Background: an optimization exercise with open tools, aiming at small area, a short achievable clock period and few clock cycles per item. Do not read the settings as production practice. Only simulation tests tie the RTL to the original design; equivalence was not proved. Power and IR drop assume default switching activity.

==> flow/design.v <==
package md2_pkg;
	localparam int BLOCK_BYTES = 16;
	localparam int STATE_BYTES = 48;
	localparam int ROUND_COUNT = 18;
	localparam logic [2047:0] PI_SBOX_FLAT = {
		8'h29,8'h2e,8'h43,8'hc9,8'ha2,8'hd8,8'h7c,8'h01,
		8'h3d,8'h36,8'h54,8'ha1,8'hec,8'hf0,8'h06,8'h13,
		8'h62,8'ha7,8'h05,8'hf3,8'hc0,8'hc7,8'h73,8'h8c,
		8'h98,8'h93,8'h2b,8'hd9,8'hbc,8'h4c,8'h82,8'hca,
		8'h1e,8'h9b,8'h57,8'h3c,8'hfd,8'hd4,8'he0,8'h16,
		8'h67,8'h42,8'h6f,8'h18,8'h8a,8'h17,8'he5,8'h12,
		8'hbe,8'h4e,8'hc4,8'hd6,8'hda,8'h9e,8'hde,8'h49,
		8'ha0,8'hfb,8'hf5,8'h8e,8'hbb,8'h2f,8'hee,8'h7a,
		8'ha9,8'h68,8'h79,8'h91,8'h15,8'hb2,8'h07,8'h3f,
		8'h94,8'hc2,8'h10,8'h89,8'h0b,8'h22,8'h5f,8'h21,
		8'h80,8'h7f,8'h5d,8'h9a,8'h5a,8'h90,8'h32,8'h27,
		8'h35,8'h3e,8'hcc,8'he7,8'hbf,8'hf7,8'h97,8'h03,
		8'hff,8'h19,8'h30,8'hb3,8'h48,8'ha5,8'hb5,8'hd1,
		8'hd7,8'h5e,8'h92,8'h2a,8'hac,8'h56,8'haa,8'hc6,
		8'h4f,8'hb8,8'h38,8'hd2,8'h96,8'ha4,8'h7d,8'hb6,
		8'h76,8'hfc,8'h6b,8'he2,8'h9c,8'h74,8'h04,8'hf1,
		8'h45,8'h9d,8'h70,8'h59,8'h64,8'h71,8'h87,8'h20,
		8'h86,8'h5b,8'hcf,8'h65,8'he6,8'h2d,8'ha8,8'h02,
		8'h1b,8'h60,8'h25,8'had,8'hae,8'hb0,8'hb9,8'hf6,
		8'h1c,8'h46,8'h61,8'h69,8'h34,8'h40,8'h7e,8'h0f,
		8'h55,8'h47,8'ha3,8'h23,8'hdd,8'h51,8'haf,8'h3a,
		8'hc3,8'h5c,8'hf9,8'hce,8'hba,8'hc5,8'hea,8'h26,
		8'h2c,8'h53,8'h0d,8'h6e,8'h85,8'h28,8'h84,8'h09,
		8'hd3,8'hdf,8'hcd,8'hf4,8'h41,8'h81,8'h4d,8'h52,
		8'h6a,8'hdc,8'h37,8'hc8,8'h6c,8'hc1,8'hab,8'hfa,
		8'h24,8'he1,8'h7b,8'h08,8'h0c,8'hbd,8'hb1,8'h4a,
		8'h78,8'h88,8'h95,8'h8b,8'he3,8'h63,8'he8,8'h6d,
		8'he9,8'hcb,8'hd5,8'hfe,8'h3b,8'h00,8'h1d,8'h39,
		8'hf2,8'hef,8'hb7,8'h0e,8'h66,8'h58,8'hd0,8'he4,
		8'ha6,8'h77,8'h72,8'hf8,8'heb,8'h75,8'h4b,8'h0a,
		8'h31,8'h44,8'h50,8'hb4,8'h8f,8'hed,8'h1f,8'h1a,
		8'hdb,8'h99,8'h8d,8'h33,8'h9f,8'h11,8'h83,8'h14
	};
	function automatic logic [7:0] pi_sbox(input logic [7:0] x);
		pi_sbox = PI_SBOX_FLAT[2047 - 8 * x -: 8];
	endfunction
endpackage
module md2_front (
	input  logic       push,
	output logic       full,
	input  logic [9:0] item,
	output logic       cmd_valid,
	output logic [7:0] cmd_data,
	output logic       cmd_byte,
	output logic       cmd_end,
	input  logic       ready
);
	assign full      = !ready;
	assign cmd_valid = push && (item[1] || item[0]);
	assign cmd_data  = item[9:2];
	assign cmd_byte  = item[1];
	assign cmd_end   = item[0];
endmodule
module md2_core (
	input  logic         clk,
	input  logic         arst_n,
	input  logic         cmd_valid,
	input  logic [7:0]   cmd_data,
	input  logic         cmd_byte,
	input  logic         cmd_end,
	output logic         ready,
	output logic         empty,
	input  logic         pop,
	output logic [127:0] result
);
	localparam int GROUPS = md2_pkg::BLOCK_BYTES;
	localparam logic [7:0] S0 = 8'h29;
	typedef enum logic [1:0] {
		S_ABS,
		S_PAD,
		S_CSUM,
		S_WAIT
	} state_t;
	typedef enum logic [1:0] {
		A_ABS,
		A_PAD,
		A_CSUM,
		A_OUT
	} after_t;
	state_t       state_q;
	after_t       after_q;
	logic         first_q;
	logic [3:0]   ph_q;
	logic         gap_q;
	logic [3:0]   j_q;
	logic         at_q;
	logic [4:0]   pad_q;
	logic [7:0]   sreg_q;
	logic         cu_q;
	logic         run_q;
	logic [1:0]   pass_q;
	logic [4:0]   round_q;
	logic         empty_q;
	logic [GROUPS-1:0][7:0] x0_q;
	logic [GROUPS-1:0][7:0] x1_q;
	logic [GROUPS-1:0][7:0] x2_q;
	logic [GROUPS-1:0][7:0] c_q;
	logic [7:0]   gx0_q;
	logic [7:0]   gx1_q;
	logic [7:0]   gx2_q;
	logic [7:0]   gc_q;
	logic         take;
	logic         step;
	logic         step0;
	logic         via_g;
	logic [3:0]   ph_nxt;
	logic [3:0]   j_nxt;
	logic         absorb;
	logic         csum_upd;
	logic         blk_last;
	logic [7:0]   b;
	logic [7:0]   s_out;
	logic [7:0]   h0z;
	logic [7:0]   h0f;
	logic [7:0]   e;
	logic [7:0]   se;
	logic [7:0]   y;
	logic [7:0]   sreg_nxt;
	logic [7:0]   sreg_early;
	logic         se_sel;
	logic [7:0]   c_head;
	logic [7:0]   c_new;
	logic [7:0]   tail0;
	logic [7:0]   tail1;
	logic [7:0]   tail2;
	logic [7:0]   tailc;
	assign step     = run_q && !gap_q;
	assign step0    = step && (round_q == 5'd0) && (pass_q == 2'd0) && (ph_q == 4'd0);
	assign via_g    = run_q && (gap_q || ((pass_q == 2'd2) && (round_q != 5'd17)));
	assign ready    = (state_q == S_ABS) && at_q;
	assign take     = ready && cmd_valid;
	assign absorb   = ((state_q == S_ABS) && cmd_valid && cmd_byte && at_q) ||
	                  (((state_q == S_PAD) || (state_q == S_CSUM)) && at_q);
	assign ph_nxt   = gap_q ? ph_q : ph_q + 1'b1;
	assign j_nxt    = absorb ? j_q + 1'b1 : j_q;
	assign csum_upd = absorb && (state_q != S_CSUM);
	assign blk_last = absorb && (j_q == 4'd15);
	assign b = (state_q == S_ABS) ? cmd_data :
	           (state_q == S_PAD) ? {3'b000, pad_q} : c_q[1];
	assign s_out = md2_pkg::pi_sbox(sreg_q);
	assign h0z = (first_q && round_q == 5'd0 && pass_q == 2'd0) ? 8'h00 : x0_q[0];
	assign h0f = first_q ? 8'h00 : x0_q[0];
	assign c_head = first_q ? 8'h00 : c_q[0];
	assign c_new  = c_head ^ s_out;
	assign e  = run_q ? h0z : (c_head ^ b);
	assign se = s_out ^ e;
	assign y  = step0 ? (h0z ^ S0) : se;
	assign se_sel = (step && !step0) || (!run_q && csum_upd && cu_q);
	always_comb begin
		sreg_early = 8'h00;
		if (gap_q) begin
			sreg_early = gx2_q + {3'b000, round_q};
		end else if (step0) begin
			sreg_early = h0z ^ S0;
		end else if (!run_q && csum_upd) begin
			sreg_early = b ^ ((first_q && j_q == 4'd0) ? 8'h00 : c_q[0]);
		end
	end
	assign sreg_nxt = se_sel ? se : sreg_early;
	always_comb begin
		tail0 = x0_q[0];
		tail1 = x1_q[0];
		tail2 = x2_q[0];
		if (step) begin
			tail0 = x1_q[0];
			tail1 = x2_q[0];
			tail2 = y;
		end else if (absorb) begin
			tail1 = b;
			tail2 = b ^ h0f;
		end
	end
	assign tailc = cu_q ? c_new : c_q[0];
	for (genvar g = 0; g < GROUPS; g++) begin : g_res
		assign result[127 - 8 * g -: 8] = x0_q[g];
	end
	assign empty = empty_q;
	always_ff @(posedge clk) begin
		for (int k = 0; k < GROUPS - 1; k++) begin
			x1_q[k] <= x1_q[k + 1];
			x2_q[k] <= x2_q[k + 1];
			c_q[k]  <= c_q[k + 1];
		end
		x1_q[GROUPS - 1] <= via_g ? gx1_q : tail1;
		x2_q[GROUPS - 1] <= (step && !step0 && !via_g) ? se : (via_g ? gx2_q : tail2);
		c_q[GROUPS - 1]  <= cu_q ? c_new : (via_g ? gc_q : c_q[0]);
		if (empty_q) begin
			for (int k = 0; k < GROUPS - 1; k++) begin
				x0_q[k] <= x0_q[k + 1];
			end
			x0_q[GROUPS - 1] <= via_g ? gx0_q : tail0;
		end
		gx0_q  <= tail0;
		gx1_q  <= tail1;
		gx2_q  <= (step && !step0) ? se : tail2;
		gc_q   <= tailc;
		sreg_q <= sreg_nxt;
	end
	always_ff @(posedge clk or negedge arst_n) begin
		if (!arst_n) begin
			state_q <= S_ABS;
			after_q <= A_ABS;
			first_q <= 1'b1;
			pad_q   <= '0;
			ph_q    <= '0;
			gap_q   <= 1'b0;
			j_q     <= '0;
			at_q    <= 1'b1;
			cu_q    <= 1'b0;
			run_q   <= 1'b0;
			pass_q  <= '0;
			round_q <= '0;
			empty_q <= 1'b1;
		end else begin
			ph_q   <= ph_nxt;
			j_q    <= j_nxt;
			at_q   <= (ph_nxt == j_nxt);
			cu_q   <= csum_upd;
			if (pop && !empty_q) begin
				empty_q <= 1'b1;
			end
			case (state_q)
				S_ABS: begin
					if (take) begin
						if (cmd_byte && j_q == 4'd15) begin
							state_q <= S_WAIT;
							after_q <= cmd_end ? A_PAD : A_ABS;
							pad_q   <= 5'd16;
						end else if (cmd_end) begin
							state_q <= S_PAD;
							pad_q   <= 5'd16 - {1'b0, j_q} - {4'd0, cmd_byte};
						end
					end
				end
				S_PAD: begin
					if (blk_last) begin
						state_q <= S_WAIT;
						after_q <= A_CSUM;
					end
				end
				S_CSUM: begin
					if (blk_last) begin
						state_q <= S_WAIT;
						after_q <= A_OUT;
					end
				end
				default: begin
				end
			endcase
			if ((blk_last || (state_q == S_WAIT && !run_q && ph_q == 4'd15)) && empty_q) begin
				run_q <= 1'b1;
			end
			if (gap_q) begin
				gap_q   <= 1'b0;
				round_q <= round_q + 1'b1;
			end else if (run_q && ph_q == 4'd15) begin
				pass_q <= (pass_q == 2'd2) ? 2'd0 : pass_q + 1'b1;
				if (pass_q == 2'd2) begin
					if (round_q == 5'd17) begin
						round_q <= '0;
						run_q   <= 1'b0;
						first_q <= 1'b0;
						case (after_q)
							A_ABS:  state_q <= S_ABS;
							A_PAD:  state_q <= S_PAD;
							A_CSUM: state_q <= S_CSUM;
							default: begin
								state_q <= S_ABS;
								empty_q <= 1'b0;
								first_q <= 1'b1;
							end
						endcase
					end else begin
						gap_q <= 1'b1;
					end
				end
			end
		end
	end
endmodule
module md2_digest_engine (
	input  logic               clk,
	input  logic               arst_n,
	input  logic               push,
	output logic               full,
	input  logic [9:0]         item,
	output logic               empty,
	input  logic               pop,
	output logic [127:0]       result
);
	logic       cmd_valid;
	logic [7:0] cmd_data;
	logic       cmd_byte;
	logic       cmd_end;
	logic       ready;
	md2_front u_front (
		.push     (push),
		.full     (full),
		.item     (item),
		.cmd_valid(cmd_valid),
		.cmd_data (cmd_data),
		.cmd_byte (cmd_byte),
		.cmd_end  (cmd_end),
		.ready    (ready)
	);
	md2_core u_core (
		.clk      (clk),
		.arst_n   (arst_n),
		.cmd_valid(cmd_valid),
		.cmd_data (cmd_data),
		.cmd_byte (cmd_byte),
		.cmd_end  (cmd_end),
		.ready    (ready),
		.empty    (empty),
		.pop      (pop),
		.result   (result)
	);
endmodule
==> flow/config.mk <==
export PLATFORM = sky130hd
export DESIGN_NAME = md2_digest_engine
export DESIGN_NICKNAME = md2_digest_engine
export VERILOG_FILES = /design/flow/design.v
export SDC_FILE = /design/flow/constraint.sdc
export NUM_CORES = 4
export LEC_CHECK = 0
export CAP_MARGIN = 20
export CORE_MARGIN = 2
export CORE_UTILIZATION = 40
export SETUP_SLACK_MARGIN = 4.2
export SLEW_MARGIN = 20
==> flow/constraint.sdc <==
create_clock -name core_clock -period 7.0 [get_ports {clk}]
set_input_delay 1.4000 -clock core_clock [delete_from_list [all_inputs] [get_ports {clk}]]
set_output_delay 1.4000 -clock core_clock [all_outputs]
set_load 0.01 [all_outputs]
standard.sh (not shown) runs the stock make flow with config.mk's settings and CLKGATE_MAP_FILE= SYNTH_SCRIPT=/design/flow/synth_recipe.tcl, a recipe that flattens the netlist after the stock synthesis.
==> flow/flow/run.sh <==
#!/bin/bash
# The standard layout (the standard.sh: the standard synthesis and ORFS
# from floorplan to finish), with one change: the buffers that placement puts
# on every input and output port are the platform's smallest plain buffer.
set -e
export BUFFER_PORTS_ARGS="-buffer_cell sky130_fd_sc_hd__buf_1"
bash standard.sh > standard.log 2>&1
Testbench counts at the start, summed over its fixed seeds: cycles 387,439, bytes 4,355.
Change:
--- a/flow/design.v
+++ b/flow/design.v
@@ -87,12 +87,13 @@
 	logic         first_q;
 	logic [3:0]   ph_q;
 	logic         gap_q;
 	logic [3:0]   j_q;
 	logic         at_q;
 	logic [4:0]   pad_q;
+	logic [7:0]   l_q;
 	logic [7:0]   sreg_q;
 	logic         cu_q;
 	logic         run_q;
 	logic [1:0]   pass_q;
 	logic [4:0]   round_q;
 	logic         empty_q;
@@ -155,13 +156,13 @@
 		sreg_early = 8'h00;
 		if (gap_q) begin
 			sreg_early = gx2_q + {3'b000, round_q};
 		end else if (step0) begin
 			sreg_early = h0z ^ S0;
 		end else if (!run_q && csum_upd) begin
-			sreg_early = b ^ ((first_q && j_q == 4'd0) ? 8'h00 : c_q[0]);
+			sreg_early = b ^ l_q;
 		end
 	end
 	assign sreg_nxt = se_sel ? se : sreg_early;
 	always_comb begin
 		tail0 = x0_q[0];
 		tail1 = x1_q[0];
@@ -208,22 +209,26 @@
 			first_q <= 1'b1;
 			pad_q   <= '0;
 			ph_q    <= '0;
 			gap_q   <= 1'b0;
 			j_q     <= '0;
 			at_q    <= 1'b1;
+			l_q     <= '0;
 			cu_q    <= 1'b0;
 			run_q   <= 1'b0;
 			pass_q  <= '0;
 			round_q <= '0;
 			empty_q <= 1'b1;
 		end else begin
 			ph_q   <= ph_nxt;
 			j_q    <= j_nxt;
 			at_q   <= (ph_nxt == j_nxt);
 			cu_q   <= csum_upd;
+			if (cu_q) begin
+				l_q <= c_new;
+			end
 			if (pop && !empty_q) begin
 				empty_q <= 1'b1;
 			end
 			case (state_q)
 				S_ABS: begin
 					if (take) begin
@@ -244,12 +249,13 @@
 					end
 				end
 				S_CSUM: begin
 					if (blk_last) begin
 						state_q <= S_WAIT;
 						after_q <= A_OUT;
+						l_q     <= '0;
 					end
 				end
 				default: begin
 				end
 			endcase
 			if ((blk_last || (state_q == S_WAIT && !run_q && ph_q == 4'd15)) && empty_q) begin
What happened:
- total power drops by a few percent
- clock skew climbs by 0.014 ns
- clock power climbs by a few percent
- final area drops slightly
- worst setup slack improved by 0.12 ns
- count of clock-buffer cells in the layout climbs by 4
- first-iteration DRC count climbs by a few percent
- global-route usage drops by 0.50 points
- non-clock buffer count drops by 24
- sequential cell count climbs by 8
Testbench counts after the change, summed over its fixed seeds: cycles 387,439, bytes 4,355.

[what the ideal ports hide]
The flow's constraints put no driver on any port. The routed layouts listed below were extracted and timed again, unchanged, in two steps.
Step 1 sets driving cells, clkbuf_16 on the clock port and buf_2 on the other inputs (assumed; they add their load-dependent delay and slew).
Step 2 moves the port delays by t, midway between the first and last clock arrival at a register: inputs arrive t later, outputs are due t later. That takes back most of the time a late clock gives input paths.
Three values: ideal, step 1, step 2; two values: the first two.
run | shift t [ns] | setup WS [ns] | worst register clock-pin slew, ns | worst data-port slew with drivers (ns) | cell pins on the clock port's net
the first run | 0.637 | 4.050 / 4.050 / 3.680 | 0.07 / 0.07 | 0.03 | 1
the second run | 0.651 | 4.171 / 4.117 / 3.663 | 0.07 / 0.07 | 0.04 | 1
After both steps every run listed still meets setup and hold. The setup slack of the second run, which loses most, moves by -0.054 ns with the drivers and by -0.508 ns with both steps.
